This design comes from an exercise in tuning for small area on the open sky130 flow, not from production work.
RTL that was checked went through simulation tests only; none was proved equivalent to the original.
Power figures rest on the tool's default switching activity, not on a simulated workload.

==> run a <==
==> flow/design.v <==
`timescale 1ns/1ps
`default_nettype none
package wr_in_pkg;
	localparam int ID_BITS  = 8;
	localparam int ADR_BITS = 64;
	localparam int LEN_BITS = 8;
	localparam int DATA_BITS      = 64;
	localparam int STRB_BITS      = DATA_BITS / 8;
	localparam int WORD_BITS      = 512;
	localparam int WORD_STRB_BITS = WORD_BITS / 8;
	localparam int BEATS_PER_WORD = WORD_BITS / DATA_BITS;
	localparam int CNT_BITS       = 3;
	localparam int              ADDR_MASK_BITS = 3;
	localparam logic [2:0]      SIZE_CODE      = 3'd3;
	localparam int ADR_REC_BITS   = 128;
	localparam int REC_FIELD_BITS = 16;
	localparam int REC_SIZE_LSB   = 112;
	localparam int REC_ID_LSB     = 96;
	localparam int REC_LEN_LSB    = 80;
	localparam int REC_SB_LSB     = 64;
	localparam int REC_ADR_LSB    = 0;
	localparam int DAT_REC_BITS = 2 + WORD_STRB_BITS + WORD_BITS;
	localparam int ID_DEPTH     = 8;
	localparam int ID_PTR_BITS  = $clog2(ID_DEPTH);
	localparam logic [1:0] RESP_OKAY = 2'b00;
endpackage
`default_nettype wire
`timescale 1ns/1ps
`default_nettype none
module wr_in_top (
	input  logic                                S_CLK,
	input  logic                                S_RESET_N,
	input  logic [wr_in_pkg::ID_BITS-1:0]       awid,
	input  logic [wr_in_pkg::ADR_BITS-1:0]      awaddr,
	input  logic [wr_in_pkg::LEN_BITS-1:0]      awlen,
	input  logic                                awvalid,
	output logic                                awready,
	input  logic [wr_in_pkg::DATA_BITS-1:0]     wdata,
	input  logic [wr_in_pkg::STRB_BITS-1:0]     wstrb,
	input  logic                                wlast,
	input  logic                                wvalid,
	output logic                                wready,
	output logic [wr_in_pkg::ID_BITS-1:0]       bid,
	output logic [1:0]                          bresp,
	output logic                                bvalid,
	input  logic                                bready,
	input  logic                                adr_fifo_full,
	output logic                                adr_fifo_wren,
	output logic [wr_in_pkg::ADR_REC_BITS-1:0]  adr_fifo_wdata,
	input  logic                                dat_fifo_full,
	output logic                                dat_fifo_wren,
	output logic [wr_in_pkg::DAT_REC_BITS-1:0]  dat_fifo_wdata
);
	localparam int LANE_BITS = wr_in_pkg::DATA_BITS + wr_in_pkg::STRB_BITS;
	localparam int NB        = wr_in_pkg::BEATS_PER_WORD;
	logic [wr_in_pkg::ID_BITS-1:0]     id_sr [wr_in_pkg::ID_DEPTH + 1];
	logic [wr_in_pkg::ID_PTR_BITS:0]   open_cnt;
	logic                              q_full;
	logic                              burst_open;
	logic                              accept;
	logic                              last_taken;
	assign q_full     = open_cnt[wr_in_pkg::ID_PTR_BITS];
	assign burst_open = (open_cnt != '0);
	always_ff @(posedge S_CLK) begin
		if (accept) begin
			id_sr[0] <= awid;
			for (int i = 1; i <= wr_in_pkg::ID_DEPTH; i++) begin
				id_sr[i] <= id_sr[i-1];
			end
		end
	end
	always_ff @(posedge S_CLK or negedge S_RESET_N) begin
		if (!S_RESET_N) begin
			open_cnt <= '0;
		end else if (accept && !last_taken) begin
			open_cnt <= open_cnt + 1'b1;
		end else if (!accept && last_taken) begin
			open_cnt <= open_cnt - 1'b1;
		end
	end
	always_ff @(posedge S_CLK or negedge S_RESET_N) begin
		if (!S_RESET_N) begin
			awready <= 1'b0;
		end else begin
			awready <= awvalid & ~awready & ~adr_fifo_full & ~q_full;
		end
	end
	assign accept        = awvalid & awready;
	assign adr_fifo_wren = accept;
	assign adr_fifo_wdata[wr_in_pkg::REC_SIZE_LSB +: wr_in_pkg::REC_FIELD_BITS] = wr_in_pkg::REC_FIELD_BITS'(wr_in_pkg::SIZE_CODE);
	assign adr_fifo_wdata[wr_in_pkg::REC_ID_LSB   +: wr_in_pkg::REC_FIELD_BITS] = wr_in_pkg::REC_FIELD_BITS'(awid);
	assign adr_fifo_wdata[wr_in_pkg::REC_LEN_LSB  +: wr_in_pkg::REC_FIELD_BITS] = wr_in_pkg::REC_FIELD_BITS'(awlen);
	assign adr_fifo_wdata[wr_in_pkg::REC_SB_LSB   +: wr_in_pkg::REC_FIELD_BITS] = '0;
	assign adr_fifo_wdata[wr_in_pkg::REC_ADR_LSB  +: wr_in_pkg::ADR_BITS] =
		{awaddr[wr_in_pkg::ADR_BITS-1:wr_in_pkg::ADDR_MASK_BITS], {wr_in_pkg::ADDR_MASK_BITS{1'b0}}};
	logic [wr_in_pkg::CNT_BITS-1:0] cnt;
	logic                           word_end;
	logic                           beat;
	assign word_end = (cnt == wr_in_pkg::CNT_BITS'(NB - 1));
	assign wready = burst_open
	              & (~(word_end | wlast) | ~dat_fifo_full)
	              & (~wlast | ~bvalid);
	assign beat          = wvalid & wready;
	assign last_taken    = beat & wlast;
	assign dat_fifo_wren = beat & (wlast | word_end);
	logic [wr_in_pkg::CNT_BITS-1:0] cnt_next;
	logic                           held0;
	assign cnt_next = beat ? (wlast ? '0 : cnt + 1'b1) : cnt;
	always_ff @(posedge S_CLK or negedge S_RESET_N) begin
		if (!S_RESET_N) begin
			cnt   <= '0;
			held0 <= 1'b0;
		end else begin
			cnt   <= cnt_next;
			held0 <= (cnt_next != '0);
		end
	end
	logic [LANE_BITS-1:0] win;
	logic [LANE_BITS-1:0] lane [NB];
	logic [LANE_BITS-1:0] hold [NB-1];
	assign win = {wstrb, wdata};
	for (genvar j = 0; j < NB; j++) begin : g_lane
		if (j < NB - 1) begin : g_held
			assign lane[j] = ({LANE_BITS{(j == 0) ? held0 : (cnt > wr_in_pkg::CNT_BITS'(j))}} & hold[j])
			               | ({LANE_BITS{cnt == wr_in_pkg::CNT_BITS'(j)}} & win);
			always_ff @(posedge S_CLK) begin
				hold[j] <= lane[j];
			end
		end else begin : g_last
			assign lane[j] = {LANE_BITS{word_end}} & win;
		end
		assign dat_fifo_wdata[j * wr_in_pkg::DATA_BITS +: wr_in_pkg::DATA_BITS] =
			lane[j][wr_in_pkg::DATA_BITS-1:0];
		assign dat_fifo_wdata[wr_in_pkg::WORD_BITS + j * wr_in_pkg::STRB_BITS +: wr_in_pkg::STRB_BITS] =
			lane[j][LANE_BITS-1:wr_in_pkg::DATA_BITS];
	end
	assign dat_fifo_wdata[wr_in_pkg::DAT_REC_BITS-1] = 1'b0;
	assign dat_fifo_wdata[wr_in_pkg::DAT_REC_BITS-2] = wlast;
	always_ff @(posedge S_CLK or negedge S_RESET_N) begin
		if (!S_RESET_N) begin
			bvalid <= 1'b0;
		end else begin
			bvalid <= last_taken | (bvalid & ~bready);
		end
	end
	assign bid = id_sr[open_cnt];
	assign bresp = wr_in_pkg::RESP_OKAY;
endmodule
`default_nettype wire
==> flow/flow/run.sh <==
#!/bin/bash
# The standard ORFS layout (standard.sh, standard synthesis) with three
# settings changed through the environment:
#  - buffer_ports gives each port the smallest buffer cell (buf_1) rather than
#    the 10 um2 delay buffer it picks by default;
#  - constant outputs share the tie cells synthesis made instead of getting
#    one tie cell each;
#  - the clock tree is built without dummy balancing loads and with larger
#    sink clusters than the default.
# ORFS writes each step's full log under orfs/logs/; make's own output goes to
# standard_make.log.
set -euo pipefail
export BUFFER_PORTS_ARGS="-buffer_cell sky130_fd_sc_hd__buf_1"
export SKIP_REPAIR_TIE_FANOUT=1
export CTS_ARGS="-sink_clustering_enable -repair_clock_nets -dont_use_dummy_load -sink_clustering_size 24 -sink_clustering_max_diameter 60"
bash standard.sh > standard_make.log 2>&1
==> flow/standard.sh <==
#!/bin/bash
# synth_recipe.tcl (not shown) runs the flow's synth.tcl, then flattens the netlist and writes it again
# the make line also repeats each setting of config.mk as NAME=value (left out here)
make -C /OpenROAD-flow-scripts/flow DESIGN_CONFIG=/design/flow/config.mk WORK_HOME=/design/flow/orfs CLKGATE_MAP_FILE= SYNTH_SCRIPT=/design/flow/synth_recipe.tcl "${@:-finish}"
==> flow/config.mk <==
export PLATFORM = sky130hd
export DESIGN_NAME = wr_in_top
export DESIGN_NICKNAME = wr_in_top
export VERILOG_FILES = /design/flow/design.v
export SDC_FILE = /design/flow/constraint.sdc
export NUM_CORES = 4
export LEC_CHECK = 0
export CAP_MARGIN = 20
export CORE_AREA = 2 2 468 158
export DIE_AREA = 0 0 470 160
export SLEW_MARGIN = 20
==> flow/constraint.sdc <==
create_clock -name core_clock -period 7.0 [get_ports {S_CLK}]
set_input_delay 1.4000 -clock core_clock [delete_from_list [all_inputs] [get_ports {S_CLK}]]
set_output_delay 1.4000 -clock core_clock [all_outputs]
set_load 0.01 [all_outputs]
==> run b (differences from run a) <==
==> flow/design.v, changed modules only <==
module wr_in_top (
	input  logic                                S_CLK,
	input  logic                                S_RESET_N,
	input  logic [wr_in_pkg::ID_BITS-1:0]       awid,
	input  logic [wr_in_pkg::ADR_BITS-1:0]      awaddr,
	input  logic [wr_in_pkg::LEN_BITS-1:0]      awlen,
	input  logic                                awvalid,
	output logic                                awready,
	input  logic [wr_in_pkg::DATA_BITS-1:0]     wdata,
	input  logic [wr_in_pkg::STRB_BITS-1:0]     wstrb,
	input  logic                                wlast,
	input  logic                                wvalid,
	output logic                                wready,
	output logic [wr_in_pkg::ID_BITS-1:0]       bid,
	output logic [1:0]                          bresp,
	output logic                                bvalid,
	input  logic                                bready,
	input  logic                                adr_fifo_full,
	output logic                                adr_fifo_wren,
	output logic [wr_in_pkg::ADR_REC_BITS-1:0]  adr_fifo_wdata,
	input  logic                                dat_fifo_full,
	output logic                                dat_fifo_wren,
	output logic [wr_in_pkg::DAT_REC_BITS-1:0]  dat_fifo_wdata
);
	localparam int LANE_BITS = wr_in_pkg::DATA_BITS + wr_in_pkg::STRB_BITS;
	localparam int NB        = wr_in_pkg::BEATS_PER_WORD;
	logic [wr_in_pkg::ID_BITS-1:0]     id_mem [wr_in_pkg::ID_DEPTH];
	logic [wr_in_pkg::ID_PTR_BITS-1:0] wr_ptr;
	logic [wr_in_pkg::ID_PTR_BITS-1:0] rd_ptr;
	logic [wr_in_pkg::ID_PTR_BITS:0]   open_cnt;
	logic                              q_full;
	logic                              burst_open;
	logic                              accept;
	logic                              last_taken;
	assign q_full     = open_cnt[wr_in_pkg::ID_PTR_BITS];
	assign burst_open = (open_cnt != '0);
	always_ff @(posedge S_CLK) begin
		if (accept) begin
			id_mem[wr_ptr] <= awid;
		end
	end
	always_ff @(posedge S_CLK or negedge S_RESET_N) begin
		if (!S_RESET_N) begin
			wr_ptr   <= '0;
			rd_ptr   <= '0;
			open_cnt <= '0;
		end else begin
			if (accept) begin
				wr_ptr <= wr_ptr + 1'b1;
			end
			if (last_taken) begin
				rd_ptr <= rd_ptr + 1'b1;
			end
			if (accept && !last_taken) begin
				open_cnt <= open_cnt + 1'b1;
			end else if (!accept && last_taken) begin
				open_cnt <= open_cnt - 1'b1;
			end
		end
	end
	always_ff @(posedge S_CLK or negedge S_RESET_N) begin
		if (!S_RESET_N) begin
			awready <= 1'b0;
		end else begin
			awready <= awvalid & ~awready & ~adr_fifo_full & ~q_full;
		end
	end
	assign accept        = awvalid & awready;
	assign adr_fifo_wren = accept;
	assign adr_fifo_wdata[wr_in_pkg::REC_SIZE_LSB +: wr_in_pkg::REC_FIELD_BITS] = wr_in_pkg::REC_FIELD_BITS'(wr_in_pkg::SIZE_CODE);
	assign adr_fifo_wdata[wr_in_pkg::REC_ID_LSB   +: wr_in_pkg::REC_FIELD_BITS] = wr_in_pkg::REC_FIELD_BITS'(awid);
	assign adr_fifo_wdata[wr_in_pkg::REC_LEN_LSB  +: wr_in_pkg::REC_FIELD_BITS] = wr_in_pkg::REC_FIELD_BITS'(awlen);
	assign adr_fifo_wdata[wr_in_pkg::REC_SB_LSB   +: wr_in_pkg::REC_FIELD_BITS] = '0;
	assign adr_fifo_wdata[wr_in_pkg::REC_ADR_LSB  +: wr_in_pkg::ADR_BITS] =
		{awaddr[wr_in_pkg::ADR_BITS-1:wr_in_pkg::ADDR_MASK_BITS], {wr_in_pkg::ADDR_MASK_BITS{1'b0}}};
	logic [wr_in_pkg::CNT_BITS-1:0] cnt;
	logic                           word_end;
	logic                           beat;
	assign word_end = (cnt == wr_in_pkg::CNT_BITS'(NB - 1));
	assign wready = burst_open
	              & (~(word_end | wlast) | ~dat_fifo_full)
	              & (~wlast | ~bvalid);
	assign beat          = wvalid & wready;
	assign last_taken    = beat & wlast;
	assign dat_fifo_wren = beat & (wlast | word_end);
	always_ff @(posedge S_CLK or negedge S_RESET_N) begin
		if (!S_RESET_N) begin
			cnt <= '0;
		end else if (beat) begin
			cnt <= wlast ? '0 : cnt + 1'b1;
		end
	end
	logic [LANE_BITS-1:0] win;
	logic [LANE_BITS-1:0] lane [NB];
	logic [LANE_BITS-1:0] hold [NB-1];
	assign win = {wstrb, wdata};
	for (genvar j = 0; j < NB; j++) begin : g_lane
		if (j < NB - 1) begin : g_held
			assign lane[j] = ({LANE_BITS{cnt > wr_in_pkg::CNT_BITS'(j)}} & hold[j])
			               | ({LANE_BITS{cnt == wr_in_pkg::CNT_BITS'(j)}} & win);
			always_ff @(posedge S_CLK) begin
				hold[j] <= lane[j];
			end
		end else begin : g_last
			assign lane[j] = {LANE_BITS{word_end}} & win;
		end
		assign dat_fifo_wdata[j * wr_in_pkg::DATA_BITS +: wr_in_pkg::DATA_BITS] =
			lane[j][wr_in_pkg::DATA_BITS-1:0];
		assign dat_fifo_wdata[wr_in_pkg::WORD_BITS + j * wr_in_pkg::STRB_BITS +: wr_in_pkg::STRB_BITS] =
			lane[j][LANE_BITS-1:wr_in_pkg::DATA_BITS];
	end
	assign dat_fifo_wdata[wr_in_pkg::DAT_REC_BITS-1] = 1'b0;
	assign dat_fifo_wdata[wr_in_pkg::DAT_REC_BITS-2] = wlast;
	always_ff @(posedge S_CLK or negedge S_RESET_N) begin
		if (!S_RESET_N) begin
			bvalid <= 1'b0;
		end else begin
			bvalid <= last_taken | (bvalid & ~bready);
		end
	end
	always_ff @(posedge S_CLK) begin
		if (!bvalid) begin
			bid <= id_mem[rd_ptr];
		end
	end
	assign bresp = wr_in_pkg::RESP_OKAY;
endmodule
==> flow/run.sh (new file) <==
#!/bin/bash
# synth_recipe.tcl (not shown) runs the flow's synth.tcl, then flattens the netlist and writes it again
# the make line also repeats each setting of config.mk as NAME=value (left out here)
make -C /OpenROAD-flow-scripts/flow DESIGN_CONFIG=/design/flow/config.mk WORK_HOME=/design/flow/orfs CLKGATE_MAP_FILE= SYNTH_SCRIPT=/design/flow/synth_recipe.tcl finish
removed: flow/flow/run.sh
removed: flow/standard.sh
==> run c (differences from run a) <==
--- a/flow/design.v
+++ b/flow/design.v
@@ -103,16 +103,11 @@
 	assign beat          = wvalid & wready;
 	assign last_taken    = beat & wlast;
 	assign dat_fifo_wren = beat & (wlast | word_end);
-	logic [wr_in_pkg::CNT_BITS-1:0] cnt_next;
-	logic                           held0;
-	assign cnt_next = beat ? (wlast ? '0 : cnt + 1'b1) : cnt;
 	always_ff @(posedge S_CLK or negedge S_RESET_N) begin
 		if (!S_RESET_N) begin
-			cnt   <= '0;
-			held0 <= 1'b0;
-		end else begin
-			cnt   <= cnt_next;
-			held0 <= (cnt_next != '0);
+			cnt <= '0;
+		end else if (beat) begin
+			cnt <= wlast ? '0 : cnt + 1'b1;
 		end
 	end
 	logic [LANE_BITS-1:0] win;
@@ -121,7 +116,7 @@
 	assign win = {wstrb, wdata};
 	for (genvar j = 0; j < NB; j++) begin : g_lane
 		if (j < NB - 1) begin : g_held
-			assign lane[j] = ({LANE_BITS{(j == 0) ? held0 : (cnt > wr_in_pkg::CNT_BITS'(j))}} & hold[j])
+			assign lane[j] = ({LANE_BITS{cnt > wr_in_pkg::CNT_BITS'(j)}} & hold[j])
 			               | ({LANE_BITS{cnt == wr_in_pkg::CNT_BITS'(j)}} & win);
 			always_ff @(posedge S_CLK) begin
 				hold[j] <= lane[j];
==> flow/flow/run.sh (replaced) <==
#!/bin/bash
# Standard ORFS layout with two changes: the port buffers are the smallest
# buffer cell rather than the 10 um2 delay buffer buffer_ports picks, and the
# clock tree is built without dummy balancing loads and with larger sink
# clusters than the default. Constant outputs share the tie cells synthesis
# made instead of getting one tie cell each.
set -euo pipefail
export BUFFER_PORTS_ARGS="-buffer_cell sky130_fd_sc_hd__buf_1"
export SKIP_REPAIR_TIE_FANOUT=1
export PLACE_PINS_ARGS="-min_distance 1 -min_distance_in_tracks"
export CTS_ARGS="-sink_clustering_enable -repair_clock_nets -dont_use_dummy_load -sink_clustering_size 24 -sink_clustering_max_diameter 60"
bash standard.sh > standard_make.log 2>&1
- CORE_AREA: 2 2 468 158 -> 2 2 258 158
- DIE_AREA: 0 0 470 160 -> 0 0 260 160
==> notes <==
- Non-clock buffer count: run a > run c > run b.
- Sequential share of layout area: run c is higher than run a (0.52 points).
- Power: run a < run c < run b.
- Clock-buffer cell count, highest first: run b, run c, run a.
- The lowest utilization belongs to run a, the highest to run c.
- Clock skew: run b < run c < run a.
- Final cell count: run c < run a < run b.
- In critical path depth, run a and run c do not differ.
- Synthesized cell count, lowest first: run b, run c, run a.
- Sequential power is about the same in run a and run b.
==> figures <==
metric	run c	run a	run b
Total Routing Usage GR	29.1%	17.9%	20.1%
Inverters	8	8	7
Share of cell area taken by muxes after synthesis	4.25%	0.377%	6.61%
Area enclosed by the die boundary	41600 um2	75200 um2	75200 um2
Internal power of the cells	0.00633 W	0.00604 W	0.00827 W
Register-to-register path setup slack	3.73 ns	3.82 ns	4.12 ns
Hold path start	id_sr[4][2]$_DFFE_PP_	id_sr[6][0]$_DFFE_PP_	hold[2][68]$_DFF_P_
Synthesized-area fraction occupied by and/or/nand/nor cells	3.21%	3.57%	3.49%
Final HPWL DP	43.5 mm	49.7 mm	54.8 mm
Count of vias placed by the detailed router	14859	15038	14900
Outcome	complete, no violations	complete, no violations	complete, no violations
Part of the power in combinational logic	39.4%	37.1%	41.1%
Post-Layout Cell Count	2570	3022	3104
M1 WL	28.2 mm	30.0 mm	34.3 mm
Worst hold path endpoint	id_sr[5][2]$_DFFE_PP_	id_sr[7][0]$_DFFE_PP_	hold[2][68]$_DFF_P_
Post-synthesis compound-gate area fraction	21.6%	23.9%	19.1%
Level count of the clock H-tree	2	1	2
Min cycle time layout	4.92 ns	5.12 ns	5.28 ns
Count of clock-net buffers in the final layout	34	29	73
Largest net degree at the start of global routing	74	75	73
Max frequency	0.203 GHz	0.195 GHz	0.189 GHz
For run c, only the layout was checked, not whether the RTL still works.

-- re-timing with driven ports --
The results above use ideal ports. As a check the final layouts listed here were re-extracted and re-timed, cells and wires unchanged.
Step 1 sets driving cells, clkbuf_16 on the clock port and buf_2 on the other inputs (assumed; they add their load-dependent delay and slew).
Step 2 moves the port delays by t, midway between the first and last clock arrival at a register: inputs arrive t later, outputs are due t later. That takes back most of the time a late clock gives input paths.
Three values: no drivers, after step 1, after step 2; two values: the first two.
run | shift t [ns] | setup WS [ns] | clock arrival spread, ns | worst register clock-pin slew, ns
run a | 0.648 | 1.878 / 1.822 / 2.470 | 0.080 / 0.080 | 0.10 / 0.10
run b | 0.659 | 1.715 / 1.648 / 2.217 | 0.036 / 0.037 | 0.08 / 0.08
run c | 0.567 | 2.079 / 2.022 / 2.589 | 0.072 / 0.072 | 0.10 / 0.10
After both steps setup and hold are still met in every run listed.
